What follows belongs to an exercise in optimizing a design on an open flow for small area, a short achievable clock period and few clock cycles per item; a production flow would make more cautious choices.
The RTL was checked by simulation tests, not by an equivalence proof against the original design.
Power is estimated from default activity; no workload was simulated.

== alpha ==
==> flow/design.v <==
`default_nettype none
package memWrDma_pkg;
	typedef logic [64-1:0] hostAddr_t;
	typedef logic [32-1:0]  lclAddr_t;
	typedef logic [64-1:0]  line_t;
	typedef logic [31:0]             cfgData_t;
	typedef logic [31:0]             byteCnt_t;
	typedef logic [12-1:0]   pload_t;
	typedef logic [10-1:0]   dwLen_t;
	typedef logic [7:0]              tag_t;
	typedef logic [15:0]             reqId_t;
	typedef struct packed {
		hostAddr_t hostBase;
		lclAddr_t  lclBase;
		byteCnt_t  byteCnt;
	} xferCfg_t;
	typedef struct packed {
		hostAddr_t hostAddr;
		lclAddr_t  lclAddr;
		pload_t    pload;    
		dwLen_t    dwLen;
		tag_t      tag;
	} pktDesc_t;
	typedef enum logic [1:0] {SEG_IDLE, SEG_ISSUE, SEG_WAIT} segState_t;
	typedef enum logic [1:0] {FRM_IDLE, FRM_HDR0, FRM_HDR1, FRM_DATA} frmState_t;
endpackage
`default_nettype wire
`default_nettype none
module memWrDma
#(
	parameter int DEPTH = 5
)
(
	input  wire                           i_CfgClk,
	input  wire                           i_ARst,
	input  wire                           i_CfgCyc,
	input  wire                           i_CfgStb,
	input  wire                           i_CfgWnR,
	input  wire [3:0]                     i_CfgAddr,
	input  wire memWrDma_pkg::cfgData_t   i_CfgWrData,
	output logic                          o_CfgAck,
	output memWrDma_pkg::cfgData_t        o_CfgRdData,
	input  wire memWrDma_pkg::pload_t     i_MaxPload,
	input  wire memWrDma_pkg::reqId_t     i_RequesterId,
	output logic                          o_MemRd,
	output memWrDma_pkg::lclAddr_t        o_MemRdAddr,
	input  wire                           i_MemReady,
	input  wire                           i_MemDv,
	input  wire memWrDma_pkg::line_t      i_MemRdData,
	output logic                          o_AstTxDv,
	output logic                          o_AstTxSop,
	output logic                          o_AstTxEop,
	output memWrDma_pkg::line_t           o_AstTxData,
	input  wire                           i_AstTxReady
);
	localparam int PW = $clog2(DEPTH);
	typedef enum logic [2:0] {S_IDLE, S_HDR0, S_HDR1, S_DATA, S_TAIL} frmState_t;
	logic [31:0] ctrlReg;
	logic [63:0] hostBase;
	logic [31:0] lclBase;
	logic        busy;
	logic        busyNext;
	logic        cfgWr;
	logic        xferWr;
	logic        start;
	assign cfgWr  = i_CfgCyc & i_CfgStb & i_CfgWnR & ~o_CfgAck;
	assign xferWr = cfgWr & ~busy;
	assign start  = xferWr && (i_CfgAddr == 4'h7) && ctrlReg[0] && (i_CfgWrData[31:3] != '0);
	always_ff @(posedge i_CfgClk or posedge i_ARst)
	begin
		if (i_ARst)
		begin
			o_CfgAck <= 1'b0;
			ctrlReg  <= '0;
			hostBase <= '0;
			lclBase  <= '0;
		end
		else
		begin
			o_CfgAck <= i_CfgCyc & i_CfgStb & ~o_CfgAck;
			if (cfgWr && (i_CfgAddr == 4'h0))
				ctrlReg <= i_CfgWrData;
			if (xferWr && (i_CfgAddr == 4'h4))
				hostBase[31:0] <= i_CfgWrData;
			if (xferWr && (i_CfgAddr == 4'h5))
				hostBase[63:32] <= i_CfgWrData;
			if (xferWr && (i_CfgAddr == 4'h6))
				lclBase <= i_CfgWrData;
		end
	end
	frmState_t   state;
	logic [28:0] remLines;     
	logic [3:0]  lineOff;      
	logic [24:0] hostMid;      
	logic        crossed;      
	logic        is4Dw;        
	logic [7:0]  tagCnt;
	logic [31:0] hostHi;
	logic        remOne;
	logic        lastInPkt;
	logic [4:0]  pktLines;
	logic [4:0]  bndLines;
	assign hostHi    = hostBase[63:32] + {31'd0, crossed};
	assign remOne    = (remLines == 29'd1);
	assign lastInPkt = (lineOff == 4'hF) || remOne;
	assign bndLines  = 5'd16 - {1'b0, lineOff};
	assign pktLines  = ((remLines[28:5] == '0) && (remLines[4:0] < bndLines)) ? remLines[4:0] : bndLines;
	memWrDma_pkg::line_t fifoMem [DEPTH];
	logic [PW-1:0] wrIdx;
	logic [PW-1:0] rdIdx;
	logic          wrPh;
	logic          rdPh;
	logic          fifoEmpty;
	logic          headOk;
	memWrDma_pkg::line_t head;
	assign fifoEmpty = (wrIdx == rdIdx) && (wrPh == rdPh);
	assign headOk    = ~fifoEmpty | i_MemDv;
	assign head      = fifoEmpty ? i_MemRdData : fifoMem[rdIdx];
	always_ff @(posedge i_CfgClk)
	begin
		if (i_MemDv)
			fifoMem[wrIdx] <= i_MemRdData;
	end
	logic        load;
	logic        beatOk;
	logic        pop;
	logic        nbSop;
	logic        nbEop;
	logic [63:0] nbData;
	frmState_t   nbState;
	logic [31:0] heldDw;
	assign load = ~o_AstTxDv | i_AstTxReady;
	always_comb
	begin
		beatOk  = 1'b0;
		pop     = 1'b0;
		nbSop   = 1'b0;
		nbEop   = 1'b0;
		nbData  = head;
		nbState = state;
		case (state)
			S_HDR0:
			begin
				beatOk  = 1'b1;
				nbSop   = 1'b1;
				nbData  = {i_RequesterId, tagCnt, 8'hFF,
					3'b010 | {2'b00, is4Dw}, 5'd0, 8'd0, 6'd0, 4'd0, pktLines, 1'b0};
				nbState = S_HDR1;
			end
			S_HDR1:
				if (is4Dw)
				begin
					beatOk  = 1'b1;
					nbData  = {hostMid, lineOff, hostBase[2:0], hostHi};
					nbState = S_DATA;
				end
				else
				begin
					beatOk  = headOk;
					pop     = 1'b1;
					nbData  = {head[31:0], hostMid, lineOff, hostBase[2:0]};
					nbState = lastInPkt ? S_TAIL : S_DATA;
				end
			S_DATA:
				if (is4Dw)
				begin
					beatOk  = headOk;
					pop     = 1'b1;
					nbEop   = lastInPkt;
					nbData  = head;
					nbState = lastInPkt ? (remOne ? S_IDLE : S_HDR0) : S_DATA;
				end
				else
				begin
					beatOk  = headOk;
					pop     = 1'b1;
					nbData  = {head[31:0], heldDw};
					nbState = lastInPkt ? S_TAIL : S_DATA;
				end
			S_TAIL:
			begin
				beatOk  = 1'b1;
				nbEop   = 1'b1;
				nbData  = {32'd0, heldDw};
				nbState = (remLines == '0) ? S_IDLE : S_HDR0;
			end
			default: ;
		endcase
	end
	logic doLoad;
	logic doPop;
	assign doLoad = load & beatOk;
	assign doPop  = doLoad & pop;
	assign busyNext = start | (busy & ~((state == S_IDLE) & load));
	always_ff @(posedge i_CfgClk or posedge i_ARst)
	begin
		if (i_ARst)
		begin
			state     <= S_IDLE;
			busy      <= 1'b0;
			o_AstTxDv <= 1'b0;
			tagCnt    <= '0;
			rdIdx     <= '0;
			wrIdx     <= '0;
			rdPh      <= 1'b0;
			wrPh      <= 1'b0;
		end
		else
		begin
			busy <= busyNext;
			if (i_MemDv)
			begin
				wrIdx <= (wrIdx == PW'(DEPTH - 1)) ? '0 : wrIdx + 1'b1;
				if (wrIdx == PW'(DEPTH - 1))
					wrPh <= ~wrPh;
			end
			if (start)
				state <= S_HDR0;
			else if (doLoad)
				state <= nbState;
			if (load)
				o_AstTxDv <= beatOk;
			if (doLoad && (state == S_HDR0))
				tagCnt <= tagCnt + 1'b1;
			if (doPop)
			begin
				rdIdx <= (rdIdx == PW'(DEPTH - 1)) ? '0 : rdIdx + 1'b1;
				if (rdIdx == PW'(DEPTH - 1))
					rdPh <= ~rdPh;
			end
		end
	end
	always_ff @(posedge i_CfgClk)
	begin
		if (doLoad)
		begin
			o_AstTxData <= nbData;
			o_AstTxSop  <= nbSop;
			o_AstTxEop  <= nbEop;
		end
		if (doPop)
			heldDw <= head[63:32];
		if (!busy)
		begin
			remLines <= i_CfgWrData[31:3];
			lineOff  <= hostBase[6:3];
			hostMid  <= hostBase[31:7];
			crossed  <= 1'b0;
			is4Dw    <= |hostBase[63:32];
		end
		else if (doPop)
		begin
			remLines <= remLines - 1'b1;
			lineOff  <= lineOff + 1'b1;
			if (lineOff == 4'hF)
			begin
				hostMid <= hostMid + 1'b1;
				if (&hostMid)
				begin
					crossed <= 1'b1;
					is4Dw   <= ~&hostBase[63:32];
				end
			end
		end
	end
	logic [DEPTH-1:0] pendT;
	logic [15:0]  pendX;
	logic [28:0]  rdAddr;
	logic         memAcc;
	logic         remBig;
	logic [3:0]   remLo;
	logic         more0;     
	logic         more1;     
	logic         moreAfter;
	logic         roomAfter;
	assign memAcc = o_MemRd & i_MemReady;
	assign pendX  = 16'(pendT);
	assign remBig = |remLines[28:4];
	assign remLo  = remLines[3:0];
	assign more0  = remBig | ((remLo != 4'd0) && !pendX[remLo - 4'd1]);
	assign more1  = remBig | ((remLo > 4'd1) && !pendX[remLo - 4'd2]);
	assign moreAfter = memAcc ? more1 : more0;
	assign roomAfter = (memAcc && !doPop) ? !pendT[DEPTH-2]
	                 : (!memAcc && doPop) ? 1'b1
	                 : !pendT[DEPTH-1];
	assign o_MemRdAddr = {rdAddr, lclBase[2:0]};
	always_ff @(posedge i_CfgClk or posedge i_ARst)
	begin
		if (i_ARst)
		begin
			o_MemRd <= 1'b0;
			pendT   <= '0;
		end
		else
		begin
			if (start)
				o_MemRd <= 1'b1;
			else
				o_MemRd <= busy & moreAfter & roomAfter;
			case ({memAcc, doPop})
				2'b10:   pendT <= {pendT[DEPTH-2:0], 1'b1};
				2'b01:   pendT <= {1'b0, pendT[DEPTH-1:1]};
				default: ;
			endcase
		end
	end
	always_ff @(posedge i_CfgClk)
	begin
		if (!busy)
			rdAddr <= lclBase[31:3];
		else if (memAcc)
			rdAddr <= rdAddr + 1'b1;
	end
	always_ff @(posedge i_CfgClk)
	begin
		case (i_CfgAddr)
			4'h0:     o_CfgRdData <= ctrlReg;
			4'h1:     o_CfgRdData <= {30'd0, ~busyNext, busyNext};
			4'h4: o_CfgRdData <= hostBase[31:0];
			4'h5: o_CfgRdData <= hostBase[63:32];
			4'h6:    o_CfgRdData <= lclBase;
			4'h7:      o_CfgRdData <= busyNext ? {remLines, 3'd0} : '0;
			default:           o_CfgRdData <= '0;
		endcase
	end
endmodule
`default_nettype wire
clock: 8.0 ns
lec_check: 0
abc_clock_period_in_ps: 3000
cap_margin: 20
core_margin: 2
core_utilization: 40
cts_buf_list: sky130_fd_sc_hd__clkbuf_16
cts_cluster_diameter: 90
cts_cluster_size: 28
setup_slack_margin: 5
slew_margin: 20
standard.sh (not shown) runs the stock make flow with config.mk's settings and CLKGATE_MAP_FILE= SYNTH_SCRIPT=/design/flow/synth_recipe.tcl, a recipe that flattens the netlist after the stock synthesis.
==> flow/flow/run.sh <==
#!/bin/bash
# Standard layout, with the smallest buffer on every input and output port
set -euo pipefail
export BUFFER_PORTS_ARGS="-buffer_cell sky130_fd_sc_hd__buf_1"
bash standard.sh > flow_make.log 2>&1
alpha completed; timing, DRC and antenna clean
Testbench counts of alpha, summed over its fixed seeds: cycles 40,842, bytes 198,928.
Edits applied to the flow inputs when going from alpha to beta:
- CORE_UTILIZATION now 65, was 40
- PLACE_DENSITY now 0.75, previously not set
[summary]
- beta against alpha: core outline area moved down, total non-filler cell area in the finished layout moved down, smallest setup slack after layout moved up, signed area change from the synthesized netlist to the final layout moved down.
- Final clock period utilization by the worst path is higher on alpha
- Summary of the comparison: total power consumption of the routed design is lower in beta, relative to alpha.
- Per the comparison of beta with alpha, internal cell power dropped about 3%; relative contribution of the clock network to total power now sits lower.
- Sort beta and alpha by number of global-route vias before repair, ascending, and alpha comes first.
- Clock buffer count in the final layout (beta over alpha): decrease, 8
> inputs changed (beta -> gamma)
- swapping sky130_fd_sc_hd__clkbuf_16 for sky130_fd_sc_hd__clkbuf_4 sky130_fd_sc_hd__clkbuf_8 in CTS_BUF_LIST
- clearing PLACE_DENSITY, which used to be 0.75
- swapping 90 for 50 in CTS_CLUSTER_DIAMETER
- clearing SETUP_SLACK_MARGIN, which used to be 5
- swapping 28 for 16 in CTS_CLUSTER_SIZE
- swapping 65 for 40 in CORE_UTILIZATION
-- flow/flow/run.sh --
<<< beta, line 3
>>> gamma, line 3
# and timing repair aimed below the clock period
<<< beta, line 5
>>> gamma, line 6
export SETUP_SLACK_MARGIN=5.25
The final layout from gamma, which completed every stage, passed the timing, design-rule and antenna checks at the end of the flow.
beta closes out successfully: all stages finished, all timing, DRC and antenna checks passed.
Compared with beta, in gamma weighted congestion reported at the end of routability-driven placement grew by 0.77%, setup slack of the critical path after layout lower, total detailed-routing wirelength up 16%, die area +0.031 mm2.
Edits applied to the flow inputs when going from gamma to delta:
- a change of CTS_CLUSTER_SIZE from 16 to 28
- a change of CTS_BUF_LIST from sky130_fd_sc_hd__clkbuf_4 sky130_fd_sc_hd__clkbuf_8 to sky130_fd_sc_hd__clkbuf_16
- a change of CORE_UTILIZATION from 40 to 65
- an added PLACE_DENSITY of 0.75
- a change of CTS_CLUSTER_DIAMETER from 50 to 90
-- flow/flow/run.sh --
<<< gamma, line 6
export SETUP_SLACK_MARGIN=5.25
>>> delta, line 6
export SETUP_SLACK_MARGIN=5.15
[summary]
- Number of non-clock buffers in the layout in delta is 5.4% below gamma.
- Slew of the pin with the lowest slew margin for delta: 0.030 ns up relative to gamma
- Diff gamma -> delta: number of gates given a new drive strength after cts decreased 85, maximum single-stage delay on the critical path -0.07 ns, core utilization now sits higher, routed via count divided by cell count +16%.
- Higher routed wire length goes to gamma over delta.
- Per the comparison of delta with gamma, area added between synthesis and finish -7.7 points; sequential share of layout area +3.5 points.
Edits applied to the flow inputs when going from delta to epsilon:
- CTS_BUF_LIST now sky130_fd_sc_hd__clkbuf_4 sky130_fd_sc_hd__clkbuf_8, was sky130_fd_sc_hd__clkbuf_16
- CTS_CLUSTER_DIAMETER now 50, was 90
- CTS_CLUSTER_SIZE now 16, was 28
- CORE_UTILIZATION now 40, was 65
- PLACE_DENSITY no longer set, was 0.75
- SETUP_SLACK_MARGIN now 5, previously not set
-- flow/flow/run.sh --
<<< delta, line 3
# and timing repair aimed below the clock period
>>> epsilon, line 3
<<< delta, line 6
export SETUP_SLACK_MARGIN=5.15
>>> epsilon, line 5
## What came out
delta has a lower data arrival time of the critical path than epsilon. | number of multi-input combinational cells in the layout | epsilon vs delta | ≈ equal |. Run comparison: epsilon launch point of the critical path o_AstTxData[31]; delta launch point of the critical path o_AstTxData[30]. Comparing epsilon and delta, the higher die area is on epsilon.

re-timing with driven ports:
No port has a modelled driver above. Below, the same layouts with a new extraction and two added sets of constraints. Step 1: set_driving_cell puts a clkbuf_16 on i_CfgClk and a buf_2 on each other input, an assumption about the parent block. Step 2, shift: input delay + t, output delay - t, t = (earliest + latest rising clock arrival at the registers) / 2. This alone moves slack from input paths to output paths. Three values: no drivers, after step 1, after step 2; two values: the first two.
run | t (ns) | setup WS [ns] | worst data-port slew with drivers (ns) | pins driven straight from the clock port
alpha | 0.659 | 5.001 / 5.028 / 4.368 | 0.11 | 1
beta | 0.688 | 5.054 / 5.027 / 4.393 | 0.11 | 1
gamma | 0.782 | 4.953 / 4.887 / 4.484 | 0.14 | 1
delta | 0.687 | 5.131 / 5.067 / 4.488 | 0.10 | 1
epsilon | 0.770 | 4.991 / 4.926 / 4.314 | 0.11 | 1
After both steps setup and hold are still met in every run listed. For epsilon, which loses most, drivers alone change the setup slack by -0.065 ns; drivers and shift together by -0.677 ns.
